Context: an optimization exercise on an open-source flow, tuned for small area and a short achievable clock period. The choices shown serve that exercise and are no tape-out recipe.
The RTL was checked by simulation tests, not by an equivalence proof against the original design.
Power figures rest on the tool's default switching activity, not on a simulated workload.

## load_order_queue
module load_order_queue (
    input  wire logic        clk,
    input  wire logic        rst,
    input  wire logic [5:0]  IN_commitSqN,
    input  wire logic [1:0]  IN_valid,
    input  wire logic [1:0]  IN_isLoad,
    input  wire logic [63:0] IN_pc,
    input  wire logic [63:0] IN_addr,
    input  wire logic [3:0]  IN_size,
    input  wire logic [11:0] IN_sqN,
    input  wire logic [11:0] IN_loadSqN,
    input  wire logic [11:0] IN_storeSqN,
    input  wire logic        IN_branch_taken,
    input  wire logic [5:0]  IN_branch_sqN,
    input  wire logic [5:0]  IN_branch_loadSqN,
    input  wire logic        IN_branch_flush,
    output logic             OUT_branch_taken,
    output logic [31:0]      OUT_branch_dstPC,
    output logic [5:0]       OUT_branch_sqN,
    output logic [5:0]       OUT_branch_storeSqN,
    output logic [5:0]       OUT_branch_loadSqN,
    output logic             OUT_branch_flush,
    output logic [5:0]       OUT_maxLoadSqN
);
Size: ~780 flip-flops, roughly 250 I/O pins, roughly 0.045 sq mm of cells after synthesis.
==> flow/config.mk <==
export PLATFORM = sky130hd
export DESIGN_NAME = load_order_queue
export DESIGN_NICKNAME = load_order_queue
export VERILOG_FILES = /design/flow/design.v
export SDC_FILE = /design/flow/constraint.sdc
export NUM_CORES = 4
export LEC_CHECK = 0
export CAP_MARGIN = 20
export CORE_MARGIN = 2
export CORE_UTILIZATION = 40
export PLACE_DENSITY = 0.55
export SETUP_SLACK_MARGIN = 2.5
export SLEW_MARGIN = 20
==> flow/constraint.sdc <==
create_clock -name core_clock -period 6.0 [get_ports {clk}]
set_input_delay 1.2000 -clock core_clock [delete_from_list [all_inputs] [get_ports {clk}]]
set_output_delay 1.2000 -clock core_clock [all_outputs]
set_load 0.01 [all_outputs]
standard.sh (not shown) runs the stock make flow with config.mk's settings and CLKGATE_MAP_FILE= SYNTH_SCRIPT=/design/flow/synth_recipe.tcl, a recipe that flattens the netlist after the stock synthesis.
==> flow/flow/run.sh <==
#!/bin/bash
# Own layout flow: the standard flow (standard.sh), except that synthesis
# maps logic with a delay-driven ABC script (flow/abc.script, target MY_ABC_D)
# and port buffers are sky130_fd_sc_hd__buf_1.
# Every tool's output goes to a log file in this folder.
set -euo pipefail
W=$(pwd)
# synth_recipe.tcl with the abc override inserted after its first line (the
# synth wrapper that drops fsm/share); the rest is kept as it is.
{ head -n 1 synth_recipe.tcl; cat flow/abc_override.tcl; tail -n +2 synth_recipe.tcl; } > my_synth.tcl
sed -E "s#SYNTH_SCRIPT=[^ ]+#SYNTH_SCRIPT=$W/my_synth.tcl#" standard.sh > my_standard.sh
grep -q "SYNTH_SCRIPT=$W/my_synth.tcl" my_standard.sh
export MY_ABC_SCRIPT=$W/flow/abc.script
export MY_ABC_D=1500
# port buffers (every input and output port still gets one) use the
# smallest buffer; timing repair upsizes the ones on critical paths
export BUFFER_PORTS_ARGS="-buffer_cell sky130_fd_sc_hd__buf_1"
bash my_standard.sh > flow_make.log 2>&1
test -f out/final.def
==> flow/flow/abc.script <==
strash
&get -n
&dch -f
&nf -p -E 50 {D}
&put
buffer -c
upsize {D}
dnsize {D}
==> flow/flow/abc_override.tcl <==
# Technology mapping with a delay-driven ABC script: the script named by
# MY_ABC_SCRIPT, with {D} replaced by "-D MY_ABC_D" (ps). Everything else in
# the synthesis is synth_recipe.tcl / ORFS synth.tcl unchanged.
proc abc {args} {
  set fin [open $::env(MY_ABC_SCRIPT) r]
  set body [string map [list "{D}" "-D $::env(MY_ABC_D)"] [read $fin]]
  close $fin
  set scr $::env(RESULTS_DIR)/my_abc.script
  set fout [open $scr w]
  puts -nonewline $fout $body
  close $fout
  set i [lsearch -exact $args -script]
  if { $i >= 0 } { set args [lreplace $args $i [expr {$i + 1}] -script $scr] }
  set j [lsearch -exact $args -D]
  if { $j >= 0 } { set args [lreplace $args $j [expr {$j + 1}]] }
  lappend args -D $::env(MY_ABC_D)
  puts "abc with [file tail $::env(MY_ABC_SCRIPT)], -D $::env(MY_ABC_D)"
  yosys abc {*}$args
}
Then changed:
--- a/flow/design.v
+++ b/flow/design.v
@@ -93,23 +93,23 @@
                              is_older(op_sqn[p], ent_sqn_q[e]) && (|(ent_mask_q[e] & op_mask[p])));
             hit = hit | (op_ld[1-p] && (op_addr[1-p] == op_addr[p]) &&
                          is_older(op_sqn[p], op_sqn[1-p]) && (|(op_mask[1-p] & op_mask[p])));
             viol[p] = op_st[p] & hit;
         end
     end
-    logic [NE-1:0] h0_q;         
     logic [NE-1:0] h0, h1;       
-    logic [NE-1:0] h0_d;
     logic [NE-1:0] clr;          
     logic          v0, v1;
     logic [5:0]    s0, s1;
     logic          ret0, ret1;
     logic [5:0]    inc1, inc2, max_d;
     always_comb begin
-        h0 = h0_q;
-        h1 = {h0_q[NE-2:0], h0_q[NE-1]};
+        for (int e = 0; e < NE; e++) begin
+            h0[e] = (max_q[3:0] == 4'((e + NE - 1) % NE));
+            h1[e] = (max_q[3:0] == 4'((e + NE - 2) % NE));
+        end
         v0 = 1'b0; v1 = 1'b0; s0 = '0; s1 = '0;
         for (int e = 0; e < NE; e++) begin
             v0 = v0 | (h0[e] & ent_valid_q[e]);
             v1 = v1 | (h1[e] & ent_valid_q[e]);
             s0 = s0 | ({6{h0[e]}} & ent_sqn_q[e]);
             s1 = s1 | ({6{h1[e]}} & ent_sqn_q[e]);
@@ -121,39 +121,33 @@
                 clr[e] = is_older(IN_branch_sqN, ent_sqn_q[e]);
             else
                 clr[e] = (h0[e] & ret0) | (h1[e] & ret1);
         end
         inc1 = max_q + 6'd1;
         inc2 = max_q + 6'd2;
-        if (IN_branch_taken) begin
+        if (IN_branch_taken)
             max_d = IN_branch_flush ? IN_branch_loadSqN + 6'd15 : max_q;
-            for (int e = 0; e < NE; e++)
-                h0_d[e] = IN_branch_flush ? (IN_branch_loadSqN[3:0] == 4'(e)) : h0_q[e];
-        end else begin
+        else
             max_d = ret1 ? inc2 : ret0 ? inc1 : max_q;
-            h0_d  = ret1 ? {h1[NE-2:0], h1[NE-1]} : ret0 ? h1 : h0_q;
-        end
     end
     logic [NE-1:0] we0, we1;
     always_comb begin
         for (int e = 0; e < NE; e++) begin
             we0[e] = op_ld[0] & (op_idx[0] == 4'(e));
             we1[e] = op_ld[1] & (op_idx[1] == 4'(e));
         end
     end
     always_ff @(posedge clk or posedge rst) begin
         if (rst) begin
             ent_valid_q <= '0;
             max_q       <= 6'd15;
-            h0_q        <= NE'(1);
             br_viol_q   <= 2'b00;
         end else begin
             for (int e = 0; e < NE; e++)
                 ent_valid_q[e] <= we0[e] | we1[e] | (ent_valid_q[e] & ~clr[e]);
             max_q      <= max_d;
-            h0_q       <= h0_d;
             br_viol_q  <= viol;
         end
     end
     logic [NE-1:0] wr1, wr0, hold;
     logic [39:0]   wd0, wd1;
     assign wd0 = {op_sqn[0], op_addr[0], op_mask[0]};
The changed run went through all stages and came out clean; cell area rises by 1.3%; total power falls by 2.0%; setup slack loses 0.097 ns; routed wire length hardly moves; synthesized area falls by 1.8%; non-clock buffer count rises by 75; final cell count is about the same; critical path depth rises by 1; flip-flop and latch count falls by 16; die area falls by 1.8%; fmax falls by 2.6%; combinational power falls by about 0.5%; via count falls by 1.0%.

-- afterwards: timing with drivers on the ports --
No port has a modelled driver above. Below, the same layouts with a new extraction and two added sets of constraints.
Step 1 sets driving cells, clkbuf_16 on the clock port and buf_2 on the other inputs (assumed; they add their load-dependent delay and slew).
Step 2 adds t to the input delays and takes it off the output delays; t is the mean of the earliest and latest rising clock arrival at the registers after step 1. Input paths then give back, and output paths get back, about the clock's delay inside the block.
a / b / c = ideal / step 1 / step 2; a / b = the first two.
run | shift t [ns] | setup WS [ns] | worst setup path at the end | latest minus earliest clock arrival (ns) | worst data-port slew with drivers (ns)
the first run | 0.784 | 2.345 / 2.392 / 1.608 | input to register | 0.048 / 0.049 | 0.11
the second run | 0.778 | 2.247 / 2.290 / 1.512 | input to register | 0.038 / 0.038 | 0.12
After both steps every run listed still meets setup and hold. The setup slack of the first run, which loses most, moves by +0.047 ns with the drivers and by -0.737 ns with both steps.
